Source: an optimization exercise on an open RTL-to-GDS flow (aim: small area and a short achievable clock period). Production flows keep margins and buffers that such runs may drop.
At most, simulation tests tie the RTL to the original design; equivalence was not proved.
Function not checked in run 1: the RTL went through the layout flow alone.
No activity file was given, so power comes from the tool's default toggle rates.

## flow/flow/run.sh

```bash
#!/bin/bash
# Own layout flow: the standard layout (standard.sh) with the clock tree
# built without dummy loads. Each make run's full output goes to a log file
# of its own in this folder; ORFS's per-step logs are under orfs/logs.
set -euo pipefail
export CTS_ARGS="-sink_clustering_enable -repair_clock_nets -dont_use_dummy_load -sink_clustering_size 40 -sink_clustering_max_diameter 50"
bash standard.sh synth > log_synth.txt 2>&1
bash standard.sh floorplan > log_floorplan.txt 2>&1
bash standard.sh place > log_place.txt 2>&1
bash standard.sh cts > log_cts.txt 2>&1
bash standard.sh route > log_route.txt 2>&1
bash standard.sh finish > log_finish.txt 2>&1
```

## flow/standard.sh

```bash
#!/bin/bash
# synth_recipe.tcl (not shown) runs the flow's synth.tcl, then flattens the netlist and writes it again
# the make line also repeats each setting of config.mk as NAME=value (left out here)
make -C /OpenROAD-flow-scripts/flow DESIGN_CONFIG=/design/flow/config.mk WORK_HOME=/design/flow/orfs CLKGATE_MAP_FILE= SYNTH_SCRIPT=/design/flow/synth_recipe.tcl "${@:-finish}"
```

## flow/config.mk

```make
export PLATFORM = sky130hd
export DESIGN_NAME = data_mem_responder
export DESIGN_NICKNAME = data_mem_responder
export VERILOG_FILES = /design/flow/design.v
export SDC_FILE = /design/flow/constraint.sdc
export NUM_CORES = 4
export LEC_CHECK = 0
export CAP_MARGIN = 20
export CORE_MARGIN = 2
export CORE_UTILIZATION = 50
export CTS_CLUSTER_DIAMETER = 50
export CTS_CLUSTER_SIZE = 40
export SETUP_SLACK_MARGIN = 2.6
export SLEW_MARGIN = 20
export SYNTH_HIERARCHICAL = 1
export SYNTH_MINIMUM_KEEP_SIZE = 0
```

## flow/constraint.sdc

```tcl
create_clock -name core_clock -period 5.2 [get_ports {Clock}]
set_input_delay 1.0400 -clock core_clock [delete_from_list [all_inputs] [get_ports {Clock}]]
set_output_delay 1.0400 -clock core_clock [all_outputs]
set_load 0.01 [all_outputs]
```

## flow/design.v

```verilog
package mem_pkg;
   localparam int WORD_SIZE = 16;
endpackage
module sp_ram #(
   parameter int WORD_SIZE = 16,
   parameter int DEPTH     = 256
) (
   input  logic                 clk,
   input  logic [15:0]          rlo,
   input  logic [DEPTH/16-1:0]  rhi,
   input  logic [15:0]          we_lo,
   input  logic [DEPTH/16-1:0]  whi,
   input  logic [WORD_SIZE-1:0] wdata,
   output logic [WORD_SIZE-1:0] rdata
);
   logic                       ph;
   logic [DEPTH*WORD_SIZE-1:0] q;
   logic [WORD_SIZE-1:0]       col;
   logic [DEPTH-1:0]           wr, wr_n, sel_n;
   logic [WORD_SIZE-1:0]       rd_q;
   always_ff @(posedge clk) ph <= ~ph;
   assign col = wdata ^ {WORD_SIZE{ph}};
   for (genvar r = 0; r < DEPTH; r++) begin : g_row
      g_nand2 u_sel (.a(rlo[r % 16]), .b(rhi[r / 16]), .y(sel_n[r]));
      g_and2  u_wr  (.a(we_lo[r % 16]), .b(whi[r / 16]), .y(wr[r]));
      g_nand2 u_wrn (.a(we_lo[r % 16]), .b(whi[r / 16]), .y(wr_n[r]));
      always_ff @(posedge clk)
         q[r*WORD_SIZE +: WORD_SIZE] <= ~((q[r*WORD_SIZE +: WORD_SIZE] | {WORD_SIZE{wr[r]}}) &
                                          ({WORD_SIZE{wr_n[r]}} | col));
   end
   for (genvar b = 0; b < WORD_SIZE; b++) begin : g_col
      logic [DEPTH/2-1:0] pr;
      for (genvar p = 0; p < DEPTH / 2; p++) begin : g_pair
         rd_pair u_pair (
            .q0 (q[(2*p)*WORD_SIZE + b]),
            .q1 (q[(2*p+1)*WORD_SIZE + b]),
            .s0n(sel_n[2*p]),
            .s1n(sel_n[2*p+1]),
            .y  (pr[p])
         );
      end
      rd_tree u_tree (.a(pr), .y_n(rd_q[b]));
   end
   assign rdata = rd_q ^ {WORD_SIZE{ph}};
endmodule
module rd_pair (
   input  logic q0,
   input  logic q1,
   input  logic s0n,
   input  logic s1n,
   output logic y
);
   assign y = ~((q0 | s0n) & (q1 | s1n));
endmodule
module rd_tree (
   input  logic [127:0] a,
   output logic         y_n
);
   logic [63:0] l1;    
   logic [31:0] l2;    
   logic [15:0] l3;    
   logic [7:0]  l4;    
   logic [3:0]  l5;    
   logic [1:0]  l6;    
   for (genvar i = 0; i < 64; i++) begin : g_l1
      g_nor2 u (.a(a[2*i]), .b(a[2*i+1]), .y(l1[i]));
   end
   for (genvar i = 0; i < 32; i++) begin : g_l2
      g_nand2 u (.a(l1[2*i]), .b(l1[2*i+1]), .y(l2[i]));
   end
   for (genvar i = 0; i < 16; i++) begin : g_l3
      g_nor2 u (.a(l2[2*i]), .b(l2[2*i+1]), .y(l3[i]));
   end
   for (genvar i = 0; i < 8; i++) begin : g_l4
      g_nand2 u (.a(l3[2*i]), .b(l3[2*i+1]), .y(l4[i]));
   end
   for (genvar i = 0; i < 4; i++) begin : g_l5
      g_nor2 u (.a(l4[2*i]), .b(l4[2*i+1]), .y(l5[i]));
   end
   for (genvar i = 0; i < 2; i++) begin : g_l6
      g_nand2 u (.a(l5[2*i]), .b(l5[2*i+1]), .y(l6[i]));
   end
   g_nor2 u_l7 (.a(l6[0]), .b(l6[1]), .y(y_n));
endmodule
module g_nor2 (
   input  logic a,
   input  logic b,
   output logic y
);
   assign y = ~(a | b);
endmodule
module g_nand2 (
   input  logic a,
   input  logic b,
   output logic y
);
   assign y = ~(a & b);
endmodule
module g_and2 (
   input  logic a,
   input  logic b,
   output logic y
);
   assign y = a & b;
endmodule
import mem_pkg::*;
module data_mem_responder #(
   parameter int DEPTH       = 256,
   parameter int WAIT_STATES = 2
) (
   input  logic                 Clock,
   input  logic                 Reset,
   input  logic [WORD_SIZE-1:0] Addr,
   input  logic [WORD_SIZE-1:0] WrData,
   input  logic                 Write,
   input  logic                 Read,
   output logic [WORD_SIZE-1:0] RdData,
   output logic                 Waitreq,
   output logic                 ProtoErr
   ,
   output logic [WORD_SIZE-1:0] ReadCount,
   output logic [WORD_SIZE-1:0] WriteCount
);
   logic                 w1, w2;         
   logic                 w2rd;           
   logic [WORD_SIZE-1:0] a_l;            
   logic [WORD_SIZE-1:0] d_l;            
   logic                 op_l;           
   logic [15:0]          rlo, rhi;       
   logic [7:0]           wa_l;           
   logic [15:0]          we_lo;          
   logic [15:0]          whi;            
   logic [WORD_SIZE-1:0] ram_rdata;      
   logic [WORD_SIZE-1:0] rd_hold;        
   logic [WORD_SIZE-1:0] rd_done;        
   logic [WORD_SIZE-1:0] rd_hold_n;      
   logic [WORD_SIZE-1:0] rd_done_n;
   logic [WORD_SIZE-1:0] hold_nxt;
   logic                 req;
   logic                 go;             
   logic                 done;
   logic                 proto_hit;
   assign req  = Read | Write;
   assign go   = req & ~Reset;
   assign done = go & w2;
   assign rd_hold = ~rd_hold_n;
   assign rd_done = ~rd_done_n;
   logic go_o, go_n_o;
   g_go   u_go  (.rd(Read), .wr(Write), .rst(Reset), .go(go_o));
   g_go_n u_gon (.rd(Read), .wr(Write), .rst(Reset), .go_n(go_n_o));
   for (genvar i = 0; i < WORD_SIZE; i++) begin : g_out
      g_ao22_n u_mux (.a(go_o), .b(rd_done_n[i]), .c(go_n_o), .d(rd_hold_n[i]), .y(RdData[i]));
   end
   g_wq u_wq (.rd(Read), .wr(Write), .rst(Reset), .w2(w2), .y(Waitreq));
   always_comb begin
      proto_hit = Read & Write;
      if ((w1 | w2) & ~req) proto_hit = 1'b1;
      if (w1 & req & ((Addr != a_l) | (WrData != d_l) | (Write != op_l))) proto_hit = 1'b1;
   end
   assign hold_nxt = (go & w2rd) ? rd_done : rd_hold;
   always_ff @(posedge Clock) begin
      if (Reset) begin
         w1       <= 1'b0;
         w2       <= 1'b0;
         w2rd     <= 1'b0;
         rd_hold_n <= '1;
         rd_done_n <= '1;
         ProtoErr <= 1'b0;
      end else begin
         w1      <= ~w1 & ~w2 & req;
         w2      <= w1 & req;
         w2rd    <= w1 & req & ~op_l;
         rd_hold_n <= ~hold_nxt;
         rd_done_n <= ~((w1 & req & ~op_l) ? ram_rdata : hold_nxt);
         if (proto_hit) ProtoErr <= 1'b1;
      end
   end
   always_ff @(posedge Clock) begin
      a_l <= Addr;
      rlo <= 16'(1) << Addr[3:0];
      rhi <= 16'(1) << Addr[7:4];
   end
   always_ff @(posedge Clock) begin
      if (~w1 & ~w2) begin
         d_l  <= WrData;
         op_l <= Write;
         wa_l <= Addr[7:0];
      end
   end
   always_ff @(posedge Clock) we_lo <= {16{done & op_l}} & (16'(1) << wa_l[3:0]);
   assign whi = 16'(1) << wa_l[7:4];
   always_ff @(posedge Clock) begin
      if (Reset) begin
         ReadCount  <= '0;
         WriteCount <= '0;
      end else if (done) begin
         if (~op_l) begin
            if (ReadCount != '1)
               ReadCount <= ReadCount + WORD_SIZE'(1);
         end else if (WriteCount != '1) begin
            WriteCount <= WriteCount + WORD_SIZE'(1);
         end
      end
   end
   sp_ram #(
      .WORD_SIZE(WORD_SIZE),
      .DEPTH    (DEPTH)
   ) u_ram (
      .clk  (Clock),
      .rlo  (rlo),
      .rhi  (rhi),
      .we_lo(we_lo),
      .whi  (whi),
      .wdata(d_l),
      .rdata(ram_rdata)
   );
endmodule
module g_go (
   input  logic rd,
   input  logic wr,
   input  logic rst,
   output logic go
);
   assign go = (rd | wr) & ~rst;
endmodule
module g_go_n (
   input  logic rd,
   input  logic wr,
   input  logic rst,
   output logic go_n
);
   assign go_n = ~((rd | wr) & ~rst);
endmodule
module g_ao22_n (
   input  logic a,
   input  logic b,
   input  logic c,
   input  logic d,
   output logic y
);
   assign y = ~((a & b) | (c & d));
endmodule
module g_wq (
   input  logic rd,
   input  logic wr,
   input  logic rst,
   input  logic w2,
   output logic y
);
   assign y = (rd | wr) & ~rst & ~w2;
endmodule
```

==> flow_summary.toml, run 1 <==
[cts]
cts_tree = "yes"
clock-sinks = 4254
cts-buffers-inserted = 388
cts_hold_buf = 0
cts_buffer_depth = 4
clk_latency_ps = 1000
cts_root_buf = "clkbuf_16"
htree_num_levels = 5
cts.clk_slew.worst_paths_ps = 60

[yosys]
yosysSeqAreaShare = 0.592
yosys_warnings = 8
synth_compound_area_frac = 0.271
synth_flop_cell = "dfxtp_1"
synth_most_common_cell = "o22ai_1"
yosysTopAreaCell = "dfxtp_1"
yosys.area_share.simple = 0.0864
synth_commonest_cells = "o22ai_1 (6145), dfxtp_1 (4229), nor2_1 (1469), nand2_1 (1205), clkbuf_1 (539)"
synthAdderAreaFrac = 0.000173
async_flop_share = 0
synth_mux_area_frac = 0.0000693
ys_seq_elements = 4254
avgSynthCellArea_sq_um = 9.55
synth_cell_type_count = 52
synth_area_leaders = "dfxtp_1 (59%), o22ai_1 (27%), nor2_1 (3.8%), nand2_1 (3.1%), clkbuf_1 (1.4%)"
syn-cell-area_sq_mm = 0.144
synth_edf_count = 25
synth-xor-area-share = 0.00592
syn_inst = 15100
synth_top_family_by_area = "compound AO/OA/AOI/OAI gates"
syn_nets = 15200
yosysTopAreaCellShare = 0.586

[finish]
regArea_sq_mm = 0.0857
fin_area_sq_mm = 0.164
multi_input_area_sq_mm = 0.0575
syn2layout_area_growth_pct = 13.4
fin_cells = 18400
drive_gt1_frac = 0.123
final_net_count = 14600
fillers = 24600

[route]
drtIter0Drc = 18000
drc = 0
drt-pass1-iter-count = 8
ant_nets = 0
via_count = 129000
wl_mm = 550
vias_per_cell = 7.05
wl_per_cell_um = 30.0

[floorplanning]
die_h_um = 541
initial_core_util = 0.502
io_pins = 86
fp.coreArea_sq_mm = 0.288
die-area_sq_mm = 0.293
row_count = 197
die_w_um = 541

[sta]
period_minus_slack_ps = 2970
hold-worst-slack_ps = 417
tightest_slew_ps = 1230
setup_viol = 0
finalSetupTns_ps = 0
fin_skew_ps = 86.2
max_freq_mhz = 336
finalMaxSlewViolations = 0
post-route-period-util = 0.572
rsz0062_at_grt = "yes"
hold_viol = 0
relSlewSlack = 0.182

[critical_path]
cp_max_fo = 11
timing.rr.start = "rlo[8]"
reg2regPathDepth = 15
endpoint_kind = "primary output"
reg2reg_to = "rd_done_n[8]"
cp-start-kind = "input port"
critPathKind = "in -> out"
required_ps = 4160
reg2reg_slack_ps = 2490
cp.arrival_ps = 1930

[status]
status = "no timing/DRC/antenna violations"

[power_and_ir_drop]
combPwrFrac = 0.045
clockPowerShare = 0.407
pwr_density_cell_mw_per_mm2 = 368
vdd_ir_drop_max_v = 0.000243
p_int_mw = 46.6
power.leakage_nw = 62.2
p_switching_mw = 13.6
seq_power_share = 0.548
swShare = 0.226

[grt]
antenna_found_initial = 22
grt_pass1_vias = 120000
overflow = 0
grt_max_degree = 123
grt_pass1_wl_mm = 791
grt.total_usage = 0.354

[place]
post_dp_cell_area_sq_mm = 0.146
gp_congestion = 0.919
placed_cells_incl_taps = 17700
io_buffers = 85
place_hpwl_mm = 336

[hold_path]
min_path_type = "in -> reg"
hold_path_end = "ProtoErr"
hp-start = "Reset"
hold_depth = 2

[job]
cap_violations = 0
[power groups by stage]
stage / Combinational, mW / Sequential (mW) / Clock [mW]
after floorplan: 1.36 / 33.7 / 0
after global placement: 2.24 / 33.8 / 0
after detailed placement: 2.30 / 33.8 / 0
after CTS: 2.50 / 33.0 / 24.7
after global routing: 2.71 / 33.0 / 25.9
final: 2.69 / 33.0 / 24.5
[what timing repair did]
item | in CTS | in global routing
setup endpoints to repair | 2124 | 155
setup buffers | 112 | 158
pin swaps | 51 | 176
gates resized for setup | 1091 | 532
gates cloned | 4 | 11
[worst max path at each step]
stage	from	to	slack, ps	depth (start not counted)
2_1_floorplan	wa_l[6]	u_ram.q[261]	2240	6
3_3_place_gp	Write	RdData[12]	880	4
3_5_place_dp	Write	RdData[10]	850	4
4_1_cts	Read	RdData[10]	2110	5
5_1_grt	Write	RdData[11]	2210	6
6_report	Write	RdData[11]	2230	6
[per-module statistics from Yosys (local to each module, per instance), excerpt]
module              times used  cell area (sq um)  cells inside
g_and2                     256               6.26             1
g_ao22_n                    16               12.5             1
rd_pair                   2048               6.26             1
g_go_n                       1               7.51             1
data_mem_responder           1               5810           554
g_go                         1               10.0             1
g_nand2                   1184               3.75             1
g_nor2                    1360               3.75             1
g_wq                         1               13.8             2
[cells by family after synthesis]
logic type,after synthesis
buf+inv,1505
xor+xnor,89
mux,1
flops,4254
compound gates,6228
fa+ha+maj,2
simple gates,3045
[flip-flops by register name, summed over array words and instances (netlist names), 8 cells and up]
signal      count
ReadCount      16
WriteCount     16
we_lo          16
rlo            16
rd_hold_n      16
rhi            16
wa_l            8
d_l            16
rd_done_n      16
u_ram.q      4096
a_l            16
[metal layers]
layer	share of wire	GRT usage	up-vias
li1	-	-	56300
met1	0.40	0.478	63600
met2	0.43	0.521	8007
met3	0.11	0.0804	1443
met4	0.059	0.197	8
met5	0.00010	0	-
[worst max-delay path, cell delays in order]
cell      delay [ps]
buf_16           130
buf_12           130
o21bai_4         180
buf_12           180
a22oi_2           60
buf_2            160
[cell type report]
cell class	instances	area share
tap	3781	0.0289
timing repair buffer	550	0.0366
sequential	4254	0.524
inverter	5	0.000115
antenna	12	0.000184
clock buffer	388	0.0593
multi-input combinational	9371	0.351
[layout by cell type (no fill, tap or decap), types with 12 or more instances in the layout]
master and n:
o22ai_1 6133, dfxtp_1 4144, nor2_1 1146, nand2_1 822
clkbuf_16 392, buf_4 292, and2_1 247, nor2_2 203
nand2_4 160, nand2_2 126, nor2_4 121, nand2_8 103
buf_12 96, dfxtp_4 66, buf_6 48, xor2_1 45
buf_2 42, clkdlybuf4s50_1 32, nor3_1 29, xnor2_1 26
edfxtp_1 25, a21oi_1 21, dfxtp_2 19, a211o_1 16
a22oi_2 16, xor2_4 16, nand2b_1 14, nor4_1 13
diode_2 12, o21ai_0 12, o22ai_2 12
[through the flow]
| step | power (mW) | utilization | worst slack (ps) |
|---|---|---|---|
| floorplan | 35.0 | - | 2240 |
| global placement | 36.0 | 0.507 | 878 |
| detailed placement | 36.1 | 0.507 | 850 |
| CTS | 60.2 | 0.555 | 2110 |
| global route | 61.7 | 0.569 | 2210 |
| finish | 60.3 | 0.569 | 2230 |
==> run 2: changes to the inputs <==
--- a/flow/design.v
+++ b/flow/design.v
@@ -146,11 +146,15 @@
    assign rd_hold = ~rd_hold_n;
    assign rd_done = ~rd_done_n;
-   logic go_o, go_n_o;
-   g_go   u_go  (.rd(Read), .wr(Write), .rst(Reset), .go(go_o));
-   g_go_n u_gon (.rd(Read), .wr(Write), .rst(Reset), .go_n(go_n_o));
-   for (genvar i = 0; i < WORD_SIZE; i++) begin : g_out
-      g_ao22_n u_mux (.a(go_o), .b(rd_done_n[i]), .c(go_n_o), .d(rd_hold_n[i]), .y(RdData[i]));
-   end
-   g_wq u_wq (.rd(Read), .wr(Write), .rst(Reset), .w2(w2), .y(Waitreq));
+   logic req_n_o;
+   g_nor2 u_reqn (.a(Read), .b(Write), .y(req_n_o));
+   for (genvar k = 0; k < 2; k++) begin : g_grp
+      logic go_o, go_n_o;
+      g_nor2 u_go  (.a(req_n_o), .b(Reset), .y(go_o));
+      g_go_n u_gon (.rd(Read), .wr(Write), .rst(Reset), .go_n(go_n_o));
+      for (genvar i = 8 * k; i < 8 * k + 8; i++) begin : g_out
+         g_ao22_n u_mux (.a(go_o), .b(rd_done_n[i]), .c(go_n_o), .d(rd_hold_n[i]), .y(RdData[i]));
+      end
+   end
+   g_nor3 u_wq (.a(req_n_o), .b(Reset), .c(w2), .y(Waitreq));
    always_comb begin
       proto_hit = Read & Write;
@@ -216,12 +220,4 @@
    );
 endmodule
-module g_go (
-   input  logic rd,
-   input  logic wr,
-   input  logic rst,
-   output logic go
-);
-   assign go = (rd | wr) & ~rst;
-endmodule
 module g_go_n (
    input  logic rd,
@@ -241,11 +237,10 @@
    assign y = ~((a & b) | (c & d));
 endmodule
-module g_wq (
-   input  logic rd,
-   input  logic wr,
-   input  logic rst,
-   input  logic w2,
-   output logic y
-);
-   assign y = (rd | wr) & ~rst & ~w2;
-endmodule
+module g_nor3 (
+   input  logic a,
+   input  logic b,
+   input  logic c,
+   output logic y
+);
+   assign y = ~(a | b | c);
+endmodule
--- a/flow/flow/run.sh
+++ b/flow/flow/run.sh
@@ -4,5 +4,5 @@
 # of its own in this folder; ORFS's per-step logs are under orfs/logs.
 set -euo pipefail
-export CTS_ARGS="-sink_clustering_enable -repair_clock_nets -dont_use_dummy_load -sink_clustering_size 40 -sink_clustering_max_diameter 50"
+export CTS_ARGS="-sink_clustering_enable -repair_clock_nets -dont_use_dummy_load -sink_clustering_size 24 -sink_clustering_max_diameter 60"
 bash standard.sh synth > log_synth.txt 2>&1
 bash standard.sh floorplan > log_floorplan.txt 2>&1
--- a/flow/config.mk
+++ b/flow/config.mk
@@ -9,6 +9,4 @@
 export CORE_MARGIN = 2
 export CORE_UTILIZATION = 50
-export CTS_CLUSTER_DIAMETER = 50
-export CTS_CLUSTER_SIZE = 40
 export SETUP_SLACK_MARGIN = 2.6
 export SLEW_MARGIN = 20
==> run 2 against run 1 <==
Net effect: critical path depth up 1; design area down 3.1%; cell count down 1.6%; wire length down 0.97%; area after synthesis about the same; power down 8.1%; critical path type unchanged; clock power down 19%; via count down 1.4%; first-iteration DRC count down 1.7%; critical endpoint is now RdData[3]; worst setup slack better by 9.5 ps; utilization down 1.8 points.
==> flow_summary.toml, run 2 <==
[power_and_ir_drop]
p_switching_mw = 12.8
finalPower_mw = 55.4
vdd_ir_drop_max_v = 0.000284
seq_power_share = 0.596
power.leakage_nw = 59.4
combPwrFrac = 0.045
pwr_density_cell_mw_per_mm2 = 349
swShare = 0.231
p_int_mw = 42.6
clockPowerShare = 0.358

[place]
place_hpwl_mm = 337
io_buffers = 85
gp_congestion = 0.995

[sta]
finalMaxSlewViolations = 0
hold_viol = 0
finalSetupTns_ps = 0
max_freq_mhz = 337
post-route-period-util = 0.570
tightest_slew_ps = 1350
period_minus_slack_ps = 2960
relSlewSlack = 0.101
setup_viol = 0
rsz0062_at_grt = "yes"
fin_skew_ps = 96.6

[route]
drc = 0
drtIter0Drc = 17600
vias_per_cell = 7.06
drt-pass1-iter-count = 8
wl_mm = 545
ant_nets = 0
via_count = 128000
wl_per_cell_um = 30.2

[yosys]
async_flop_share = 0
yosysTopAreaCellShare = 0.586
synth_edf_count = 25
syn-cell-area_sq_mm = 0.144
yosysTopAreaCell = "dfxtp_1"
synth_area_leaders = "dfxtp_1 (59%), o22ai_1 (27%), nor2_1 (3.8%), nand2_1 (3.1%), clkbuf_1 (1.4%)"
synth_flop_cell = "dfxtp_1"
syn_inst = 15100
avgSynthCellArea_sq_um = 9.54
yosys_warnings = 8
synth_most_common_cell = "o22ai_1"
synth_commonest_cells = "o22ai_1 (6145), dfxtp_1 (4229), nor2_1 (1471), nand2_1 (1205), clkbuf_1 (539)"
yosysSeqAreaShare = 0.592
ys_seq_elements = 4254
synth_cell_type_count = 51
syn_nets = 15200

[floorplanning]
fp.coreArea_sq_mm = 0.288
die_h_um = 541
initial_core_util = 0.502
die_w_um = 541
row_count = 197
die-area_sq_mm = 0.293
io_pins = 86

[critical_path]
cp.arrival_ps = 1920
cp-start-kind = "input port"
critPathKind = "in -> out"
cp_cell_sequence = "buf_12 -> nor2_4 -> buf_6 -> nor2_4 -> buf_12 -> a22oi_2 -> buf_2"
slowest_delay_ps = 170
reg2reg_slack_ps = 2500
required_ps = 4160
endpoint_kind = "primary output"
crit_slowest_cell = "nor2_4"
cp_max_fo = 8

[finish]
largest_register_ffs = 4096
syn2layout_area_growth_pct = 9.86
final_net_count = 14300
drive_gt1_frac = 0.106
layout_commonest_cell = "o22ai_1"
top_register = "u_ram.q"
final_cell_mix = "o22ai_1 (6140), dfxtp_1 (4142), nor2_1 (1217), nand2_1 (818), clkbuf_16 (270)"

[cts]
cts-buffers-inserted = 268
cts.clk_slew.worst_paths_ps = 80
clk_latency_ps = 940
cts_root_buf = "clkbuf_16"
cts_tree = "yes"
htree_num_levels = 5
clock-sinks = 4254
cts_buffer_depth = 4

[grt]
grt.total_usage = 0.351
grt_pass1_wl_mm = 785
grt_max_degree = 137
overflow = 0
grt_pass1_vias = 120000
antenna_found_initial = 20

[hold_path]
min_path_type = "in -> reg"

[job]
cap_violations = 0

[status]
status = "no timing/DRC/antenna violations"
run 2: cell types whose count changed in the layout (fill, tap and decap cells not counted), moves of 15 or more:
cell,before,now
clkdlybuf4s15_2,10,25
and2_2,11,105
nor2_1,1146,1217
buf_6,48,14
nand2_2,126,156
buf_12,96,78
nand2_4,160,115
nor2_4,121,106
buf_4,292,193
buf_2,42,24
nor2_2,203,150
and2_1,247,153
clkbuf_16,392,270
run 2: critical path: cells and delay by family:
family,cells,cell delay (ps)
AND/OR/NAND/NOR,2,200
buffers and inverters,4,510
AO/OA/AOI/OAI,1,160
run 2: cells by family (layout without fill, tap and decap cells):
group           count (synthesis)  in the layout  synth area share
other cells                     0             17                 0
mux                             1              1         0.0000693
simple gates                 3047           3049            0.0864
xor+xnor                       89             89           0.00592
compound gates               6228           6228             0.271
flops                        4254           4254             0.592
fa+ha+maj                       2              2          0.000173
buf+inv                      1505            653            0.0451
run 2: what timing repair did:
item	4_1_cts	5_1_grt
setup endpoints to repair	957	966
cloned	1	3
setup buffers	61	98
gates resized for setup	1024	510
hold buffers	0	0
pin swaps	30	39
run 2: final timing paths:
kind,startpoint,end,cells after the start
hold / removal,Reset,ProtoErr,2
hold reg to reg,u_ram.q[553],u_ram.q[553],1
setup / recovery,Write,RdData[3],7
setup reg to reg,rlo[4],rd_done_n[9],13
run 2: layout make-up:
cell class | instances | area, sq um
Fill cell | 24900 | 129000
Sequential cell | 4254 | 85700
Multi-Input combinational cell | 9369 | 57200
Clock buffer | 268 | 6710
Tap cell | 3781 | 4730
Timing Repair Buffer | 380 | 4200
Antenna cell | 17 | 42.5
Inverter | 5 | 18.8
run 2: metrics by stage:
stage	instance area (sq um)	hold slack [ps]	setup WS, ps	utilization	cells
floorplan	144000	422	2240	-	15100
global placement	145000	429	1090	0.505	17600
detailed placement	145000	438	1070	0.505	17600
CTS	156000	363	2260	0.541	18000
global route	159000	395	2160	0.551	18100
finish	159000	407	2240	0.551	18100
run 2: Yosys stat by module (local to each module, per instance), a selection:
module              area (sq um)  flip-flops and latches  cells inside
data_mem_responder          5810                     157           554
g_ao22_n                    12.5                       0             1
g_nor3                      10.0                       0             1
g_go_n                      7.51                       0             1
g_and2                      6.26                       0             1
rd_pair                     6.26                       0             1
g_nand2                     3.75                       0             1
g_nor2                      3.75                       0             1
run 2: per-layer routing:
layer / vias up / wire length (um) / GRT usage
met5: - / 61 / 0
met2: 7536 / 236000 / 0.521
met1: 62900 / 218000 / 0.465
met4: 8 / 34000 / 0.208
met3: 1425 / 57100 / 0.0818
li1: 55700 / - / -
run 2: power groups by stage:
| stage | clock (mW) | sequential [mW] | combinational [mW] |
|---|---|---|---|
| global route | 21.1 | 33.0 | 2.54 |
| global placement | 0 | 33.8 | 2.21 |
| CTS | 20.0 | 33.0 | 2.35 |
| floorplan | 0 | 33.7 | 1.36 |
| detailed placement | 0 | 33.8 | 2.27 |
| finish | 19.8 | 33.0 | 2.52 |
==> run 3: changes to the inputs <==
==> flow/flow/run.sh (replaced) <==
#!/bin/bash
# Own layout flow: the standard layout (standard.sh), step by step, with
#  - the port buffers made of buf_4 cells,
#  - the clock tree built without dummy loads, in clusters of at most 24 sinks,
#  - setup repair aiming past the clock period (SETUP_SLACK_MARGIN) in the
#    clock-tree and global-route steps only.
# Each make run's full output goes to a log file of its own in this folder;
# ORFS's per-step logs are under orfs/logs.
set -euo pipefail
export BUFFER_PORTS_ARGS="-buffer_cell sky130_fd_sc_hd__buf_4"
export CTS_ARGS="-sink_clustering_enable -repair_clock_nets -dont_use_dummy_load -sink_clustering_size 24 -sink_clustering_max_diameter 60"
bash standard.sh synth > log_synth.txt 2>&1
bash standard.sh floorplan > log_floorplan.txt 2>&1
bash standard.sh place > log_place.txt 2>&1
export SETUP_SLACK_MARGIN=2.7
bash standard.sh cts > log_cts.txt 2>&1
bash standard.sh route > log_route.txt 2>&1
bash standard.sh finish > log_finish.txt 2>&1
--- a/flow/config.mk
+++ b/flow/config.mk
@@ -9,5 +9,4 @@
 export CORE_MARGIN = 2
 export CORE_UTILIZATION = 50
-export SETUP_SLACK_MARGIN = 2.6
 export SLEW_MARGIN = 20
 export SYNTH_HIERARCHICAL = 1
==> run 3 against run 2 <==
Net effect: the layout now fails its checks (slew limit); die area stayed put; largest power group unchanged; wire length up 2.9%; highest routed layer unchanged; critical endpoint is now rd_done_n[3]; sequential power hardly changed; power increased by 0.82%; area after synthesis stayed put.
==> flow_summary.toml, run 3 <==
[status]
status = "failed layout checks"
check.faults = "slew limit"

[critical_path]
slowest_delay_ps = 400
cp.arrival_ps = 3750
required_ps = 5990
crit_slowest_cell = "dfxtp_4"
critPathBufInv = 1
endpoint_kind = "flip-flop"
cp_max_fo = 16
critPathKind = "reg -> reg"
cp-start-kind = "flip-flop"
cp_cell_sequence = "buf_4 -> nand2_2 -> o22ai_1 -> nor2_1 -> nand2_1 -> nor2_1 -> nand2_1 -> nor2_4 -> nand2_1 -> nor2_1 -> xor2_1 -> o21ai_0"
crit_family = "simple AND/OR/NAND/NOR gates"

[floorplanning]
io_pins = 86
die_w_um = 541
row_count = 197
die-area_sq_mm = 0.293
die_h_um = 541
fp.coreArea_sq_mm = 0.288
initial_core_util = 0.502

[route]
drt-pass1-iter-count = 10
drtIter0Drc = 17700
vias_per_cell = 7.07
wl_mm = 561
drc = 0
ant_nets = 0
wl_per_cell_um = 30.8
via_count = 129000

[grt]
grt_max_degree = 131
overflow = 0
grt_pass1_wl_mm = 806
grt_busiest_layer = "met2"
antenna_found_initial = 17
grt_use_met1 = 0.492
use_met2 = 0.531
grt.total_usage = 0.362
grt_pass1_vias = 120000
grtUsageMet3 = 0.0840

[yosys]
synth_edf_count = 25
syn_inst = 15100
avgSynthCellArea_sq_um = 9.54
async_flop_share = 0
synth_flop_cell = "dfxtp_1"
yosysTopAreaCellShare = 0.586
ys_seq_elements = 4254
synth_commonest_cells = "o22ai_1 (6145), dfxtp_1 (4229), nor2_1 (1471), nand2_1 (1205), clkbuf_1 (539)"
syn_nets = 15200
yosys_warnings = 8
synth_most_common_cell = "o22ai_1"
yosysTopAreaCell = "dfxtp_1"
synth_cell_type_count = 51
synth_area_leaders = "dfxtp_1 (59%), o22ai_1 (27%), nor2_1 (3.8%), nand2_1 (3.1%), clkbuf_1 (1.4%)"
yosysSeqAreaShare = 0.592
syn-cell-area_sq_mm = 0.144

[power_and_ir_drop]
pwr_density_cell_mw_per_mm2 = 346
seq_power_share = 0.591
p_switching_mw = 12.9
p_int_mw = 42.9
power.leakage_nw = 60.9
vdd_ir_drop_max_v = 0.000296
swShare = 0.231
clockPowerShare = 0.363
finalPower_mw = 55.8
combPwrFrac = 0.046

[finish]
largest_register_ffs = 4096
fin_area_sq_mm = 0.161
top_register = "u_ram.q"
fin_cells = 18200
drive_gt1_frac = 0.138
layout_commonest_cell = "o22ai_1"
postLayoutCoreUtil = 0.560
final_cell_mix = "o22ai_1 (6114), dfxtp_1 (4135), nor2_1 (1118), nand2_1 (690), buf_4 (320)"
final_net_count = 14500
syn2layout_area_growth_pct = 11.6

[cts]
htree_num_levels = 5
clock-sinks = 4254
cts-buffers-inserted = 277
cts_buffer_depth = 4
cts_root_buf = "clkbuf_16"
cts_tree = "yes"
cts.clk_slew.worst_paths_ps = 90
clk_latency_ps = 940

[sta]
max_freq_mhz = 337
post-route-period-util = 0.570
relSlewSlack = -0.00924
finalMaxSlewViolations = 18
tightest_slew_ps = 1510
period_minus_slack_ps = 2970
finalSetupTns_ps = 0
fin_skew_ps = 83.5
hold_viol = 0
rsz0062_at_grt = "yes"
setup_slack_ps = 2240
setup_viol = 0
hold-worst-slack_ps = 234

[place]
placed_cells_incl_taps = 17600
io_buffers = 85
post_dp_cell_area_sq_mm = 0.145
gp_congestion = 0.946
post-place-ws_ps = 901
place_hpwl_mm = 340

[hold_path]
min_path_type = "in -> reg"

[job]
cap_violations = 0
run 3: power groups by stage:
stage	clock network, mW	registers, mW	logic, mW
2_1_floorplan	0	33.7	1.36
3_3_place_gp	0	33.8	2.22
3_5_place_dp	0	33.8	2.26
4_1_cts	20.4	33.0	2.44
5_1_grt	21.5	33.0	2.59
6_report	20.3	33.0	2.57
run 3: logic make-up (layout without fill, tap and decap cells):
group                    count (synthesis)  count (layout)  share of synthesized area
multiplexers                             1               1                  0.0000693
adder cells (fa/ha/maj)                  2               2                   0.000173
flip-flops                            4254            4254                      0.592
XOR/XNOR                                89              89                    0.00592
buffers and inverters                 1505             796                     0.0451
other                                    0              14                          0
AO/OA/AOI/OAI                         6228            6228                      0.271
AND/OR/NAND/NOR                       3047            3050                     0.0864
run 3: area by class of cell:
class	instances	area, sq um
inverters	5	18.8
flip-flops and latches	4254	85700
diodes	14	35.0
clock buffers	277	6930
repair buffers	514	5690
fillers	24900	126000
well taps	3781	4730
multi-input cells	9370	58100
run 3: path summary, 6_finish.rpt:
check,startpoint,slack [ps],cells after the start,end
setup reg to reg,rlo[8],2240,12,rd_done_n[3]
setup / recovery,rlo[8],2240,12,rd_done_n[3]
hold reg to reg,u_ram.q[2115],440,1,u_ram.q[2115]
hold / removal,Addr[13],230,1,a_l[13]
run 3: worst reg2reg max path: stages, from the launching register on:
cell     delay [ps]
dfxtp_4         400
buf_4           210
nand2_2         290
o22ai_1         150
nor2_1          240
nand2_1         170
nor2_1          280
nand2_1         150
nor2_4          300
nand2_1         140
nor2_1          130
xor2_1          210
o21ai_0         120
run 3: layer usage:
metal,vias to the layer above,routed length (um)
met1,63800,227000
met2,7624,243000
met4,14,30400
met3,1370,60300
li1,56000,-
met5,-,93
run 3: timing repair:
action                                  CTS  global route
setup endpoints to repair              2483          1630
buffers inserted                        156           128
endpoints found under the hold margin     0             0
hold buffers                              0             0
pin swaps                                91           245
resized for setup                       883           932
gates cloned                              5             3
run 3: per-module statistics from Yosys (local to each module, per instance), a selection:
module              cells inside  copies in the design  area (sq um)
data_mem_responder           554                     1          5810
g_ao22_n                       1                    16          12.5
g_nor2                         1                  1363          3.75
g_nand2                        1                  1184          3.75
g_go_n                         1                     2          7.51
g_and2                         1                   256          6.26
rd_pair                        1                  2048          6.26
g_nor3                         1                     1          10.0
==> run 4: changes to the inputs <==
--- a/flow/design.v
+++ b/flow/design.v
@@ -134,6 +134,4 @@
    logic [WORD_SIZE-1:0] rd_hold;        
    logic [WORD_SIZE-1:0] rd_done;        
-   logic [WORD_SIZE-1:0] rd_hold_n;      
-   logic [WORD_SIZE-1:0] rd_done_n;
    logic [WORD_SIZE-1:0] hold_nxt;
    logic                 req;
@@ -144,16 +142,16 @@
    assign go   = req & ~Reset;
    assign done = go & w2;
-   assign rd_hold = ~rd_hold_n;
-   assign rd_done = ~rd_done_n;
-   logic req_n_o;
+   logic read_n, write_n, reset_n, req_n_o;
+   g_inv u_rdn (.a(Read),  .y(read_n));
+   g_inv u_wrn (.a(Write), .y(write_n));
+   g_inv u_rsn (.a(Reset), .y(reset_n));
+   for (genvar i = 0; i < WORD_SIZE; i++) begin : g_out
+      logic t_done, t_idle, t_rst;
+      g_o211ai u_t1 (.a1(Read), .a2(Write), .b1(rd_done[i]), .c1(reset_n), .y(t_done));
+      g_nand3  u_t2 (.a(rd_hold[i]), .b(read_n), .c(write_n), .y(t_idle));
+      g_nand2  u_t3 (.a(rd_hold[i]), .b(Reset), .y(t_rst));
+      g_nand3  u_o  (.a(t_done), .b(t_idle), .c(t_rst), .y(RdData[i]));
+   end
    g_nor2 u_reqn (.a(Read), .b(Write), .y(req_n_o));
-   for (genvar k = 0; k < 2; k++) begin : g_grp
-      logic go_o, go_n_o;
-      g_nor2 u_go  (.a(req_n_o), .b(Reset), .y(go_o));
-      g_go_n u_gon (.rd(Read), .wr(Write), .rst(Reset), .go_n(go_n_o));
-      for (genvar i = 8 * k; i < 8 * k + 8; i++) begin : g_out
-         g_ao22_n u_mux (.a(go_o), .b(rd_done_n[i]), .c(go_n_o), .d(rd_hold_n[i]), .y(RdData[i]));
-      end
-   end
    g_nor3 u_wq (.a(req_n_o), .b(Reset), .c(w2), .y(Waitreq));
    always_comb begin
@@ -168,6 +166,6 @@
          w2       <= 1'b0;
          w2rd     <= 1'b0;
-         rd_hold_n <= '1;
-         rd_done_n <= '1;
+         rd_hold  <= '0;
+         rd_done  <= '0;
          ProtoErr <= 1'b0;
       end else begin
@@ -175,6 +173,6 @@
          w2      <= w1 & req;
          w2rd    <= w1 & req & ~op_l;
-         rd_hold_n <= ~hold_nxt;
-         rd_done_n <= ~((w1 & req & ~op_l) ? ram_rdata : hold_nxt);
+         rd_hold <= hold_nxt;
+         rd_done <= (w1 & req & ~op_l) ? ram_rdata : hold_nxt;
          if (proto_hit) ProtoErr <= 1'b1;
       end
@@ -220,20 +218,26 @@
    );
 endmodule
-module g_go_n (
-   input  logic rd,
-   input  logic wr,
-   input  logic rst,
-   output logic go_n
-);
-   assign go_n = ~((rd | wr) & ~rst);
-endmodule
-module g_ao22_n (
+module g_inv (
+   input  logic a,
+   output logic y
+);
+   assign y = ~a;
+endmodule
+module g_nand3 (
    input  logic a,
    input  logic b,
    input  logic c,
-   input  logic d,
-   output logic y
-);
-   assign y = ~((a & b) | (c & d));
+   output logic y
+);
+   assign y = ~(a & b & c);
+endmodule
+module g_o211ai (
+   input  logic a1,
+   input  logic a2,
+   input  logic b1,
+   input  logic c1,
+   output logic y
+);
+   assign y = ~((a1 | a2) & b1 & c1);
 endmodule
 module g_nor3 (
==> flow/flow/run.sh (replaced) <==
#!/bin/bash
# Own layout flow: the standard layout (standard.sh), step by step, with
#  - the clock tree built without dummy loads, in clusters of at most 24 sinks,
#  - setup repair aiming past the clock period (SETUP_SLACK_MARGIN) in the
#    clock-tree and global-route steps only.
# Each make run's full output goes to a log file of its own in this folder;
# ORFS's per-step logs are under orfs/logs.
set -euo pipefail
export CTS_ARGS="-sink_clustering_enable -repair_clock_nets -dont_use_dummy_load -sink_clustering_size 24 -sink_clustering_max_diameter 60"
bash standard.sh synth > log_synth.txt 2>&1
bash standard.sh floorplan > log_floorplan.txt 2>&1
bash standard.sh place > log_place.txt 2>&1
export SETUP_SLACK_MARGIN=2.75
bash standard.sh cts > log_cts.txt 2>&1
bash standard.sh route > log_route.txt 2>&1
bash standard.sh finish > log_finish.txt 2>&1
--- a/flow/config.mk
+++ b/flow/config.mk
@@ -12,2 +12,3 @@
 export SYNTH_HIERARCHICAL = 1
 export SYNTH_MINIMUM_KEEP_SIZE = 0
+export TNS_END_PERCENT = 10
==> run 4 against run 3 <==
Net effect: the run now finishes clean; cell count up 0.10%; design area decreased by 0.16%; area after synthesis about the same; clock skew is 6.4 ps lower; first-iteration DRC count is 2.5% lower; clock power about the same; wire length is 2.2% lower; combinational power about the same; largest power group unchanged; sequential power is essentially flat; critical path type unchanged; critical path depth unchanged.
==> flow_summary.toml, run 4 <==
[finish]
syn2layout_area_growth_pct = 11.4
postLayoutCoreUtil = 0.559
fin_area_sq_mm = 0.161
drive_gt1_frac = 0.122
top_register = "u_ram.q"
layout_commonest_cell = "o22ai_1"
final_net_count = 14500
final_cell_mix = "o22ai_1 (6120), dfxtp_1 (4137), nor2_1 (1118), nand2_1 (809), clkbuf_16 (278)"
fillers = 24800
largest_register_ffs = 4096

[grt]
overflow = 0
use_met2 = 0.524
grt_pass1_vias = 120000
grt_use_met1 = 0.480
grt_pass1_wl_mm = 793
grt.total_usage = 0.354
grt_max_degree = 123
grt_busiest_layer = "met2"
antenna_found_initial = 19
grtUsageMet3 = 0.0596

[floorplanning]
row_count = 197
die-area_sq_mm = 0.293
die_h_um = 542
die_w_um = 542
io_pins = 86
initial_core_util = 0.502
fp.coreArea_sq_mm = 0.288

[sta]
fin_skew_ps = 77.1
rsz0062_at_grt = "yes"
setup_viol = 0
max_freq_mhz = 327
hold_viol = 0
tightest_slew_ps = 1350
relSlewSlack = 0.0946
post-route-period-util = 0.588
finalSetupTns_ps = 0
period_minus_slack_ps = 3060
finalMaxSlewViolations = 0

[cts]
cts_buffer_depth = 4
cts.clk_slew.worst_paths_ps = 80
htree_num_levels = 5
clock-sinks = 4254
clk_latency_ps = 930
cts_tree = "yes"
cts_root_buf = "clkbuf_16"
cts-buffers-inserted = 276

[hold_path]
min_path_type = "in -> reg"
hp-start = "Reset"

[route]
via_count = 128000
wl_per_cell_um = 30.1
drtIter0Drc = 17300
ant_nets = 0
drt-pass1-iter-count = 8
vias_per_cell = 7.03
drc = 0
wl_mm = 548

[yosys]
syn-cell-area_sq_mm = 0.144
yosysSeqAreaShare = 0.591
yosysTopAreaCellShare = 0.586
synth_commonest_cells = "o22ai_1 (6145), dfxtp_1 (4229), nor2_1 (1426), nand2_1 (1235), clkbuf_1 (538)"
synth_cell_type_count = 56
synth_most_common_cell = "o22ai_1"
syn_inst = 15100
syn_nets = 15200
async_flop_share = 0
synth_flop_cell = "dfxtp_1"
synth_edf_count = 25
ys_seq_elements = 4254
yosys_warnings = 8
synth_area_leaders = "dfxtp_1 (59%), o22ai_1 (27%), nor2_1 (3.7%), nand2_1 (3.2%), clkbuf_1 (1.4%)"
avgSynthCellArea_sq_um = 9.54
yosysTopAreaCell = "dfxtp_1"

[critical_path]
endpoint_kind = "flip-flop"
cp.arrival_ps = 3860
cp_max_fo = 10
required_ps = 6000
crit_path_start = "rlo[10]"
cp-start-kind = "flip-flop"
critPathKind = "reg -> reg"
timing.rr.start = "rlo[10]"

[power_and_ir_drop]
p_switching_mw = 12.8
clockPowerShare = 0.362
combPwrFrac = 0.046
pwr_density_cell_mw_per_mm2 = 346
p_int_mw = 42.9
vdd_ir_drop_max_v = 0.000267
power.leakage_nw = 61.1
swShare = 0.230
seq_power_share = 0.592

[place]
gp_congestion = 0.941
post_dp_cell_area_sq_mm = 0.146
place_hpwl_mm = 337
io_buffers = 85

[status]
status = "no timing/DRC/antenna violations"

[job]
cap_violations = 0
-- run 4: cells by family after synthesis --
group,share of synthesized area
buffers and inverters,0.0451
AND/OR/NAND/NOR,0.0872
AO/OA/AOI/OAI,0.270
adder cells (fa/ha/maj),0.000173
XOR/XNOR,0.00543
flip-flops,0.591
multiplexers,0.000771
-- run 4: final cells by class --
cell class / instances / area (sq um) / share of cell area
clock buffer: 276 / 6910 / 0.0429
inverter: 11 / 52.6 / 0.000327
tap: 3781 / 4730 / 0.0294
multi-input combinational: 9393 / 57500 / 0.357
sequential: 4254 / 85700 / 0.533
timing repair buffer: 514 / 6030 / 0.0375
antenna: 5 / 12.5 / 0.0000778
-- run 4: path summary, 6_finish.rpt --
path         slack, ps             to  cells past startpoint
max reg2reg       2140     rd_done[6]                     12
min reg2reg        440  u_ram.q[3571]                      1
min                400       ProtoErr                      2
max               2140     rd_done[6]                     12
-- run 4: per-module statistics from Yosys, one instance, submodules excluded, a selection --
module / cells / area (sq um) / flip-flops and latches / copies in the design
data_mem_responder: 529 / 5690 / 157 / 1
g_and2: 1 / 6.26 / 0 / 256
g_inv: 1 / 3.75 / 0 / 3
g_nand2: 1 / 3.75 / 0 / 1200
g_nand3: 1 / 5.00 / 0 / 32
g_nor2: 1 / 3.75 / 0 / 1361
g_nor3: 1 / 10.0 / 0 / 1
g_o211ai: 1 / 12.5 / 0 / 16
rd_pair: 1 / 6.26 / 0 / 2048
-- run 4: per-stage QoR --
step                instances  setup slack (ps)  total power, mW  hold slack, ps
floorplan               15100              1820             35.0             422
global placement        17700               713             36.0             430
detailed placement      17700               777             36.1             438
CTS                     18100              2190             55.7             395
global route            18200              2300             57.1             401
finish                  18200              2140             55.8             405
-- run 4: routing by layer --
layer	part of all wire	vias to the layer above
met3	0.094	1352
met5	0.00014	-
met2	0.43	7430
li1	-	56100
met4	0.068	12
met1	0.41	63300
-- run 4: critical path, stage by stage, from the launching register on --
cell     delay [ps]
dfxtp_4         480
nand2_4         190
buf_4           180
o22ai_1         100
nor2_1          220
nand2_1         170
nor2_1          250
nand2_2         230
nor2_4          220
nand2_2         160
nor2_4          360
xor2_1          130
o22a_1          220
-- run 4: power groups by stage --
| stage | Sequential (mW) | Combinational (mW) | Clock, mW |
|---|---|---|---|
| floorplan | 33.7 | 1.34 | 0 |
| global placement | 33.8 | 2.21 | 0 |
| detailed placement | 33.8 | 2.27 | 0 |
| CTS | 33.0 | 2.43 | 20.3 |
| global route | 33.0 | 2.61 | 21.5 |
| finish | 33.0 | 2.58 | 20.2 |
-- run 4: timing repair --
item | CTS | global route
resized for setup | 1476 | 310
gates cloned | 9 | 8
setup buffers | 155 | 90
pin swaps | 194 | 181
setup endpoints to repair | 2313 | 2422
hold buffers | 0 | 0
==> run 5: changes to the inputs <==
--- a/flow/flow/run.sh
+++ b/flow/flow/run.sh
@@ -2,6 +2,7 @@
 # Own layout flow: the standard layout (standard.sh), step by step, with
 #  - the clock tree built without dummy loads, in clusters of at most 24 sinks,
-#  - setup repair aiming past the clock period (SETUP_SLACK_MARGIN) in the
-#    clock-tree and global-route steps only.
+#  - setup repair aiming past the clock period (SETUP_SLACK_MARGIN) on the
+#    worst 5% of endpoints (TNS_END_PERCENT), in the clock-tree and
+#    global-route steps only.
 # Each make run's full output goes to a log file of its own in this folder;
 # ORFS's per-step logs are under orfs/logs.
@@ -12,4 +13,5 @@
 bash standard.sh place > log_place.txt 2>&1
 export SETUP_SLACK_MARGIN=2.75
+export TNS_END_PERCENT=5
 bash standard.sh cts > log_cts.txt 2>&1
 bash standard.sh route > log_route.txt 2>&1
--- a/flow/config.mk
+++ b/flow/config.mk
@@ -8,7 +8,6 @@
 export CAP_MARGIN = 20
 export CORE_MARGIN = 2
-export CORE_UTILIZATION = 50
+export CORE_UTILIZATION = 56
 export SLEW_MARGIN = 20
 export SYNTH_HIERARCHICAL = 1
 export SYNTH_MINIMUM_KEEP_SIZE = 0
-export TNS_END_PERCENT = 10
==> run 5 against run 4 <==
Net effect: clock power decreased by 8%; die area down 11%; synthesized cell count is the same; power down 3.1%; via count fell by 0.36%; cell count decreased by 2.4%; critical endpoint is now RdData[14]; largest power group unchanged.
==> flow_summary.toml, run 5 <==
[status]
status = "no timing/DRC/antenna violations"

[place]
io_buffers = 85
post-place-ws_ps = 776
place_hpwl_mm = 324
gp_congestion = 0.947

[cts]
cts-buffers-inserted = 238
clock-sinks = 4254
htree_num_levels = 4
cts.clk_slew.worst_paths_ps = 70
cts_root_buf = "clkbuf_16"
cts_hold_buf = 0
cts_tree = "yes"
cts_buffer_depth = 4
clk_latency_ps = 950

[critical_path]
slowest_delay_ps = 170
cp_cell_sequence = "buf_12 -> buf_12 -> clkinvlp_4 -> buf_6 -> nand3_2 -> nand3_2 -> buf_6"
critPathKind = "in -> out"
reg2reg_slack_ps = 2400
required_ps = 4160
crit_slowest_cell = "buf_6"
endpoint_kind = "primary output"
cp-start-kind = "input port"
cp.arrival_ps = 1840
cp_max_fo = 6

[sta]
max_freq_mhz = 347
setup_slack_ps = 2320
finalSetupTns_ps = 0
fin_skew_ps = 63.6
tightest_slew_ps = 1170
relSlewSlack = 0.221
setup_viol = 0
rsz0062_at_grt = "yes"
finalMaxSlewViolations = 0
post-route-period-util = 0.554
hold_viol = 0
period_minus_slack_ps = 2880

[route]
ant_nets = 0
drtIter0Drc = 17100
wl_mm = 537
via_count = 128000
drc = 0
vias_per_cell = 7.18
drt-pass1-iter-count = 7
wl_per_cell_um = 30.2

[yosys]
avgSynthCellArea_sq_um = 9.54
async_flop_share = 0
yosysTopAreaCellShare = 0.586
synth_commonest_cells = "o22ai_1 (6145), dfxtp_1 (4229), nor2_1 (1426), nand2_1 (1235), clkbuf_1 (538)"
ys_seq_elements = 4254
yosys_warnings = 8
syn_inst = 15100
syn-cell-area_sq_mm = 0.144
syn_nets = 15200
synth_area_leaders = "dfxtp_1 (59%), o22ai_1 (27%), nor2_1 (3.7%), nand2_1 (3.2%), clkbuf_1 (1.4%)"
yosysTopAreaCell = "dfxtp_1"
yosysSeqAreaShare = 0.591
synth_cell_type_count = 56
synth_most_common_cell = "o22ai_1"
synth_edf_count = 25
synth_flop_cell = "dfxtp_1"

[hold_path]
min_path_type = "reg -> reg"

[floorplanning]
die_h_um = 512
row_count = 186
die_w_um = 512
die-area_sq_mm = 0.262
fp.coreArea_sq_mm = 0.257
initial_core_util = 0.563
io_pins = 86

[power_and_ir_drop]
finalPower_mw = 54.0
vdd_ir_drop_max_v = 0.000322
pwr_density_cell_mw_per_mm2 = 339
power.leakage_nw = 60.2

[finish]
final_net_count = 14400
final_cell_mix = "o22ai_1 (6110), dfxtp_1 (4148), nor2_1 (1140), nand2_1 (843), buf_4 (245)"
largest_register_ffs = 4096
top_register = "u_ram.q"
syn2layout_area_growth_pct = 10.4
drive_gt1_frac = 0.113
layout_commonest_cell = "o22ai_1"

[grt]
grt.total_usage = 0.388
antenna_found_initial = 13
grt_pass1_vias = 120000
grt_max_degree = 148
overflow = 0
grt_pass1_wl_mm = 780

[job]
cap_violations = 0
[run 5: cell counts after synthesis]
No cell type changed its count.
[run 5: per-module statistics from Yosys (local to each module, per instance), a selection]
module / flops+latches / cells / times used
data_mem_responder: 157 / 529 / 1
g_and2: 0 / 1 / 256
g_inv: 0 / 1 / 3
g_nand2: 0 / 1 / 1200
g_nand3: 0 / 1 / 32
g_nor2: 0 / 1 / 1361
g_nor3: 0 / 1 / 1
g_o211ai: 0 / 1 / 16
rd_pair: 0 / 1 / 2048
[run 5: routing by layer]
metal  track usage  part of all wire
met5             0          0.000071
met4         0.223             0.065
met3        0.0792              0.10
met2         0.572              0.43
met1         0.528              0.40
[run 5: cell families after synthesis]
family / synth area share
AOI/OAI and AO/OA: 0.270
xor gates and xnor gates: 0.00543
adders and majority gates: 0.000173
buffers and inverters: 0.0451
DFF: 0.591
muxes: 0.000771
and+or+nand+nor: 0.0872
[run 5: cell type report]
cell class | count | area (sq um)
inverter | 11 | 52.6
clock buffer | 238 | 5960
timing repair buffer | 506 | 5930
fill | 21200 | 97200
multi-input combinational | 9398 | 57700
sequential | 4254 | 85700
tap | 3384 | 4230
antenna | 3 | 7.51
[run 5: through the flow]
stage	std cells	hold WS [ps]	utilization	cell area, sq um
after floorplan	15100	422	-	144000
after global placement	17300	429	0.565	145000
after detailed placement	17300	438	0.565	145000
after CTS	17700	445	0.618	159000
after global routing	17800	454	0.621	160000
final	17800	444	0.621	160000
[run 5: worst max-delay path: cells and delay by family]
family | cells | cell delay, ps
simple gates | 2 | 160
buf+inv | 5 | 640
[run 5: timing repair]
item / CTS / global route
pin swaps: 231 / 39
buffers inserted: 213 / 45
cloned: 16 / 3
endpoints found under the setup margin: 2440 / 3185
resized for setup: 1616 / 94
[run 5: path summary, 6_finish.rpt]
| kind | from | to | cells past startpoint |
|---|---|---|---|
| max | Write | RdData[14] | 7 |
| min | u_ram.q[2644] | u_ram.q[2644] | 1 |
| max reg2reg | rlo[13] | rd_done[10] | 13 |
| min reg2reg | u_ram.q[2644] | u_ram.q[2644] | 1 |
[run 5: where the power goes]
part | internal (mW) | switching, mW | total [mW]
Combinational | 0.686 | 1.87 | 2.56
Sequential | 32.8 | 0.194 | 33.0
Clock | 8.09 | 10.4 | 18.5
Total | 41.6 | 12.5 | 54.0
==> run 6: changes to the inputs <==
==> flow/flow/run.sh (replaced) <==
#!/bin/bash
# Own layout flow: the standard layout (standard.sh) with the clock tree
# built without dummy loads. Each make run's full output goes to a log file
# of its own in this folder; ORFS's per-step logs are under orfs/logs.
set -euo pipefail
export CTS_ARGS="-sink_clustering_enable -repair_clock_nets -dont_use_dummy_load -sink_clustering_size 24 -sink_clustering_max_diameter 60"
bash standard.sh synth > log_synth.txt 2>&1
bash standard.sh floorplan > log_floorplan.txt 2>&1
bash standard.sh place > log_place.txt 2>&1
bash standard.sh cts > log_cts.txt 2>&1
bash standard.sh route > log_route.txt 2>&1
bash standard.sh finish > log_finish.txt 2>&1
--- a/flow/config.mk
+++ b/flow/config.mk
@@ -8,6 +8,8 @@
 export CAP_MARGIN = 20
 export CORE_MARGIN = 2
-export CORE_UTILIZATION = 56
+export CORE_UTILIZATION = 50
+export SETUP_SLACK_MARGIN = 2.6
 export SLEW_MARGIN = 20
 export SYNTH_HIERARCHICAL = 1
 export SYNTH_MINIMUM_KEEP_SIZE = 0
+export TNS_END_PERCENT = 10
==> run 6 against run 5 <==
Net effect: still clean on timing, DRC and antenna; clock skew rose by 6.4 ps; fmax fell by 1.3%; first-iteration DRC count rose by 1.8%; via count rose by 0.65%; register-to-register slack got worse by 120 ps; sequential power barely moved; die area rose by 12%; non-clock buffer count fell by 50; area after synthesis did not move; clock power rose by 9.7%; sequential share of layout area fell by 0.35 points; critical endpoint is now rd_done[0].
==> flow_summary.toml, run 6 <==
[floorplanning]
row_count = 197
die_w_um = 542
initial_core_util = 0.502
io_pins = 86
fp.coreArea_sq_mm = 0.288
die_h_um = 542
die-area_sq_mm = 0.293

[critical_path]
cp_common_cell = "nor2_4"
cp_max_fo = 8
reg2reg_to = "rd_done[0]"
crit_slowest_cell = "dfxtp_4"
timing.rr.start = "rlo[9]"
cp.arrival_ps = 3730
slowest_delay_ps = 430
reg2reg_slack_ps = 2280
required_ps = 6010
endpoint_kind = "flip-flop"
reg2regPathDepth = 15
cp_cell_sequence = "buf_16 -> buf_12 -> nand2_8 -> buf_8 -> buf_4 -> o22ai_4 -> nor2_2 -> nand2_2 -> nor2_4 -> nand2_4 -> nor2_4 -> nand2_4 -> nor2_4 -> xor2_1 -> o22a_1"
critPathKind = "reg -> reg"
cp-start-kind = "flip-flop"

[route]
via_count = 129000
wl_per_cell_um = 30.5
drc = 0
drt-pass1-iter-count = 8
ant_nets = 0
wl_mm = 555
vias_per_cell = 7.06
drtIter0Drc = 17400

[place]
io_buffers = 85
place_hpwl_mm = 338
post-place-ws_ps = 578
gp_congestion = 0.973
placed_cells_incl_taps = 17700

[yosys]
synth_most_common_cell = "o22ai_1"
async_flop_share = 0
syn_nets = 15200
yosys_warnings = 8
synth_commonest_cells = "o22ai_1 (6145), dfxtp_1 (4229), nor2_1 (1426), nand2_1 (1235), clkbuf_1 (538)"
synthAdderAreaFrac = 0.000173
synth_cell_type_count = 56
syn_inst = 15100
ys_seq_elements = 4254
avgSynthCellArea_sq_um = 9.54
synth_mux_area_frac = 0.000771
yosys.area_share.simple = 0.0872
synth-xor-area-share = 0.00543
syn-cell-area_sq_mm = 0.144
synth_flop_cell = "dfxtp_1"
synth_compound_area_frac = 0.270
synth_edf_count = 25
synth_top_family_by_area = "compound AO/OA/AOI/OAI gates"
yosysTopAreaCell = "dfxtp_1"
synth_area_leaders = "dfxtp_1 (59%), o22ai_1 (27%), nor2_1 (3.7%), nand2_1 (3.2%), clkbuf_1 (1.4%)"
yosysSeqAreaShare = 0.591
yosysTopAreaCellShare = 0.586

[power_and_ir_drop]
p_switching_mw = 12.9
p_int_mw = 42.9
power.leakage_nw = 60.2
vdd_ir_drop_max_v = 0.000281
seq_power_share = 0.591
pwr_density_cell_mw_per_mm2 = 348
swShare = 0.231
combPwrFrac = 0.046
clockPowerShare = 0.364

[grt]
antenna_found_initial = 15
grt.total_usage = 0.358
grt_max_degree = 142
grt_pass1_vias = 119000
overflow = 0
grt_pass1_wl_mm = 800

[finish]
syn2layout_area_growth_pct = 11.1
drive_gt1_frac = 0.110
top_register = "u_ram.q"
final_cell_mix = "o22ai_1 (6092), dfxtp_1 (4137), nor2_1 (1149), nand2_1 (878), clkbuf_16 (280)"
layout_commonest_cell = "o22ai_1"
fin_cells = 18200
largest_register_ffs = 4096
final_net_count = 14400

[status]
status = "no timing/DRC/antenna violations"

[cts]
cts-buffers-inserted = 278
cts_root_buf = "clkbuf_16"
cts_tree = "yes"
htree_num_levels = 5
cts_buffer_depth = 4
clock-sinks = 4254
cts.clk_slew.worst_paths_ps = 90
clk_latency_ps = 940

[sta]
finalMaxSlewViolations = 0
fin_skew_ps = 70.0
period_minus_slack_ps = 2920
rsz0062_at_grt = "yes"
max_freq_mhz = 342
setup_slack_ps = 2280
tightest_slew_ps = 1280
finalSetupTns_ps = 0
hold_viol = 0
post-route-period-util = 0.562
relSlewSlack = 0.146
setup_viol = 0

[hold_path]
min_path_type = "reg -> reg"
hold_depth = 1
hp-start = "u_ram.q[779]"
hold_path_end = "u_ram.q[779]"

[job]
cap_violations = 0
## run 6: cell types whose count changed in the layout (fill, tap and decap cells not counted), sizes merged
cell	delta
bufbuf	-1
clkbuf	+41
nand2	+2
buf	-75
clkdlybuf4s15	+25
nor2	-1
diode	+16
## run 6: what timing repair did
| action | 4_1_cts | 5_1_grt |
|---|---|---|
| gates cloned | 13 | 6 |
| pin swaps | 171 | 164 |
| buffers inserted | 171 | 53 |
| gates resized for setup | 1350 | 247 |
| setup endpoints to repair | 932 | 562 |
| hold buffers | 0 | 0 |
## run 6: worst max-delay path by stage
stage	startpoint	depth (start not counted)	to	slack (ps)
3_3_place_gp	rhi[8]	11	rd_done[11]	420
4_1_cts	Read	6	RdData[9]	2360
6_report	rlo[9]	15	rd_done[0]	2280
2_1_floorplan	wa_l[6]	6	u_ram.q[261]	2240
3_5_place_dp	rlo[2]	12	rd_done[14]	580
5_1_grt	Read	7	RdData[6]	2320
## run 6: power by group through the flow
stage | sequential (mW) | clock [mW] | combinational (mW)
5_1_grt | 33.0 | 21.6 | 2.58
2_1_floorplan | 33.7 | 0 | 1.34
3_5_place_dp | 33.8 | 0 | 2.27
6_report | 33.0 | 20.3 | 2.55
3_3_place_gp | 33.8 | 0 | 2.22
4_1_cts | 33.0 | 20.5 | 2.45
## run 6: critical path, delay by kind of cell, from the launching register on
kind	cells	cell delay, ps
flip-flops	1	430
AO/OA/AOI/OAI	2	270
AND/OR/NAND/NOR	8	1280
buffers and inverters	4	660
XOR/XNOR	1	80
## run 6: through the flow
stage	hold WS [ps]	power (mW)	area, sq um	utilization
floorplan	422	35.0	144000	-
global placement	430	36.0	145000	0.506
detailed placement	438	36.0	145000	0.506
CTS	444	55.9	159000	0.552
global route	452	57.2	160000	0.558
finish	441	55.9	161000	0.558
## run 6: cell type report
cell class	count	area, sq um
Multi-Input combinational cell	9399	57600
Timing Repair Buffer	456	5510
Inverter	11	52.6
Sequential cell	4254	85700
Clock buffer	278	6960
Antenna cell	19	47.5
Tap cell	3781	4730
Fill cell	24900	127000
## run 6: cells by family after synthesis
group	Yosys count
DFF	4254
xor gates and xnor gates	81
buffers and inverters	1508
muxes	11
AOI/OAI and AO/OA	6214
adders and majority gates	2
and+or+nand+nor	3078
## run 6: Yosys stat by module, one instance, submodules excluded, a selection
module              cell area [sq um]  flip-flops and latches  copies in the design
g_nand3                          5.00                       0                    32
g_nand2                          3.75                       0                  1200
g_inv                            3.75                       0                     3
g_nor3                           10.0                       0                     1
data_mem_responder               5690                     157                     1
g_and2                           6.26                       0                   256
rd_pair                          6.26                       0                  2048
g_o211ai                         12.5                       0                    16
g_nor2                           3.75                       0                  1361
## run 6: routing by layer
metal / up-vias / part of all wire / global-route usage
li1: 56000 / - / -
met1: 63300 / 0.40 / 0.487
met2: 7728 / 0.43 / 0.526
met3: 1428 / 0.099 / 0.0696
met4: 4 / 0.067 / 0.219
met5: - / 0.000061 / 0
==> run 7: changes to the inputs <==
--- a/flow/config.mk
+++ b/flow/config.mk
@@ -8,5 +8,5 @@
 export CAP_MARGIN = 20
 export CORE_MARGIN = 2
-export CORE_UTILIZATION = 50
+export CORE_UTILIZATION = 56
 export SETUP_SLACK_MARGIN = 2.6
 export SLEW_MARGIN = 20
==> run 7 against run 6 <==
Net effect: sequential share of layout area grew 0.82 points; worst setup slack worse by 68 ps; non-clock buffer count decreased by 6; clock skew down 7.7 ps; clock power is 8% lower; sequential cell count stayed put; area after synthesis unchanged; still clean; utilization rose by 5.8 points; design area shrank 1.5%; critical path depth fell by 2; count of clock-buffer cells in the layout fell by 36; critical endpoint is now rd_done[2].
==> flow_summary.toml, run 7 <==
[yosys]
synth_area_leaders = "dfxtp_1 (59%), o22ai_1 (27%), nor2_1 (3.7%), nand2_1 (3.2%), clkbuf_1 (1.4%)"
synth_most_common_cell = "o22ai_1"
async_flop_share = 0
synth_cell_type_count = 56
ys_seq_elements = 4254
synth_flop_cell = "dfxtp_1"
yosysSeqAreaShare = 0.591
syn_inst = 15100
yosysTopAreaCellShare = 0.586
synth_commonest_cells = "o22ai_1 (6145), dfxtp_1 (4229), nor2_1 (1426), nand2_1 (1235), clkbuf_1 (538)"

[job]
cap_violations = 0

[grt]
overflow = 0
grt.total_usage = 0.392
grt_pass1_wl_mm = 786
grt_pass1_vias = 119000
antenna_found_initial = 16

[finish]
drive_gt1_frac = 0.101
largest_register_ffs = 4096
regArea_sq_mm = 0.0857
final_net_count = 14400
layout_commonest_cell = "o22ai_1"
final_cell_mix = "o22ai_1 (6113), dfxtp_1 (4145), nor2_1 (1189), nand2_1 (856), and2_1 (255)"
fillers = 21300

[critical_path]
crit_path_start = "rlo[15]"
critPathKind = "reg -> reg"
cp.arrival_ps = 3850
timing.rr.start = "rlo[15]"
crit_family = "simple AND/OR/NAND/NOR gates"
reg2regPathDepth = 13
critPathBufInv = 2
cp_cell_sequence = "buf_12 -> buf_4 -> nand2_8 -> o22ai_1 -> nor2_1 -> nand2_1 -> nor2_1 -> nand2_1 -> nor2_4 -> nand2_2 -> nor2_2 -> xor2_1 -> o22a_1"
cp_max_fo = 16
required_ps = 6060
crit_slowest_cell = "dfxtp_4"

[cts]
cts-buffers-inserted = 242
cts_buffer_depth = 4
clk_latency_ps = 970
clock-sinks = 4254
cts.clk_slew.worst_paths_ps = 90
cts_tree = "yes"
cts_hold_buf = 0

[sta]
hold_viol = 0
finalSetupTns_ps = 0
rsz0062_at_grt = "yes"
relSlewSlack = 0.199
post-route-period-util = 0.575
max_freq_mhz = 335
tightest_slew_ps = 1200
setup_slack_ps = 2210
period_minus_slack_ps = 2990
setup_viol = 0

[hold_path]
hold_depth = 1
hold_path_end = "u_ram.q[1422]"
hp-start = "u_ram.q[1422]"

[place]
place_hpwl_mm = 330
post-place-ws_ps = 682

[power_and_ir_drop]
pwr_density_cell_mw_per_mm2 = 343
vdd_ir_drop_max_v = 0.000344

[route]
via_count = 128000
wl_mm = 544
vias_per_cell = 7.22
ant_nets = 0
drc = 0
wl_per_cell_um = 30.7

[floorplanning]
fp.coreArea_sq_mm = 0.257
die_w_um = 512
die-area_sq_mm = 0.262
io_pins = 86
die_h_um = 512
initial_core_util = 0.563

[status]
status = "no timing/DRC/antenna violations"
-- run 7: how the worst max path moves through the flow --
stage	endpoint	depth (start not counted)	slack [ps]
2_1_floorplan	u_ram.q[261]	6	2240
3_3_place_gp	rd_done[3]	13	620
3_5_place_dp	rd_done[3]	13	680
4_1_cts	rd_done[1]	12	2120
5_1_grt	rd_done[0]	14	2270
6_report	rd_done[2]	13	2210
-- run 7: cell families after synthesis --
logic type      Yosys count  share of synthesized area
fa+ha+maj                 2                   0.000173
compound gates         6214                      0.270
simple gates           3078                     0.0872
buf+inv                1508                     0.0451
flops                  4254                      0.591
xor+xnor                 81                    0.00543
mux                      11                   0.000771
-- run 7: worst reg2reg max path: stages, from the launching register on --
cell	delay (ps)
dfxtp_4	430
buf_12	180
buf_4	190
nand2_8	130
o22ai_1	140
nor2_1	200
nand2_1	130
nor2_1	410
nand2_1	180
nor2_4	280
nand2_2	130
nor2_2	160
xor2_1	200
o22a_1	160
-- run 7: final cells by class --
type	count	area share
antenna	20	0.000317
clock buffer	242	0.0383
sequential	4254	0.542
inverter	11	0.000332
timing repair buffer	450	0.0326
tap	3384	0.0268
multi-input combinational	9390	0.360
-- run 7: Yosys stat by module (local to each module, per instance), excerpt --
| module | times used | cells | flops+latches | cell area, sq um |
|---|---|---|---|---|
| g_and2 | 256 | 1 | 0 | 6.26 |
| g_inv | 3 | 1 | 0 | 3.75 |
| g_nand3 | 32 | 1 | 0 | 5.00 |
| g_nor2 | 1361 | 1 | 0 | 3.75 |
| g_nor3 | 1 | 1 | 0 | 10.0 |
| g_o211ai | 16 | 1 | 0 | 12.5 |
| rd_pair | 2048 | 1 | 0 | 6.26 |
-- run 7: power by group --
group / switching, mW / leakage [nW] / internal [mW]
logic: 1.85 / 21.2 / 0.685
registers: 0.203 / 35.9 / 32.8
clock network: 10.4 / 2.98 / 8.22
total: 12.5 / 60.1 / 41.7
-- run 7: metal layers --
metal	vias to the layer above	routed length (um)	global-route usage
li1	55900	-	-
met1	63300	218000	0.527
met2	7688	235000	0.580
met3	1350	53600	0.0748
met4	0	37800	0.247
met5	-	0	0
-- run 7: repair_timing --
action	in CTS	in global routing
gates cloned	9	2
buffers inserted	111	110
gates resized for setup	986	388
endpoints found under the setup margin	2257	399
pin swaps	103	162
-- run 7: per-stage QoR --
stage               hold WS [ps]  cells  power, mW  instance area, sq um
floorplan                    422  15100       35.0                144000
global placement             430  17300       35.9                145000
detailed placement           438  17300       36.0                145000
CTS                          444  17600       54.1                155000
global route                 454  17700       55.4                158000
finish                       444  17800       54.2                158000
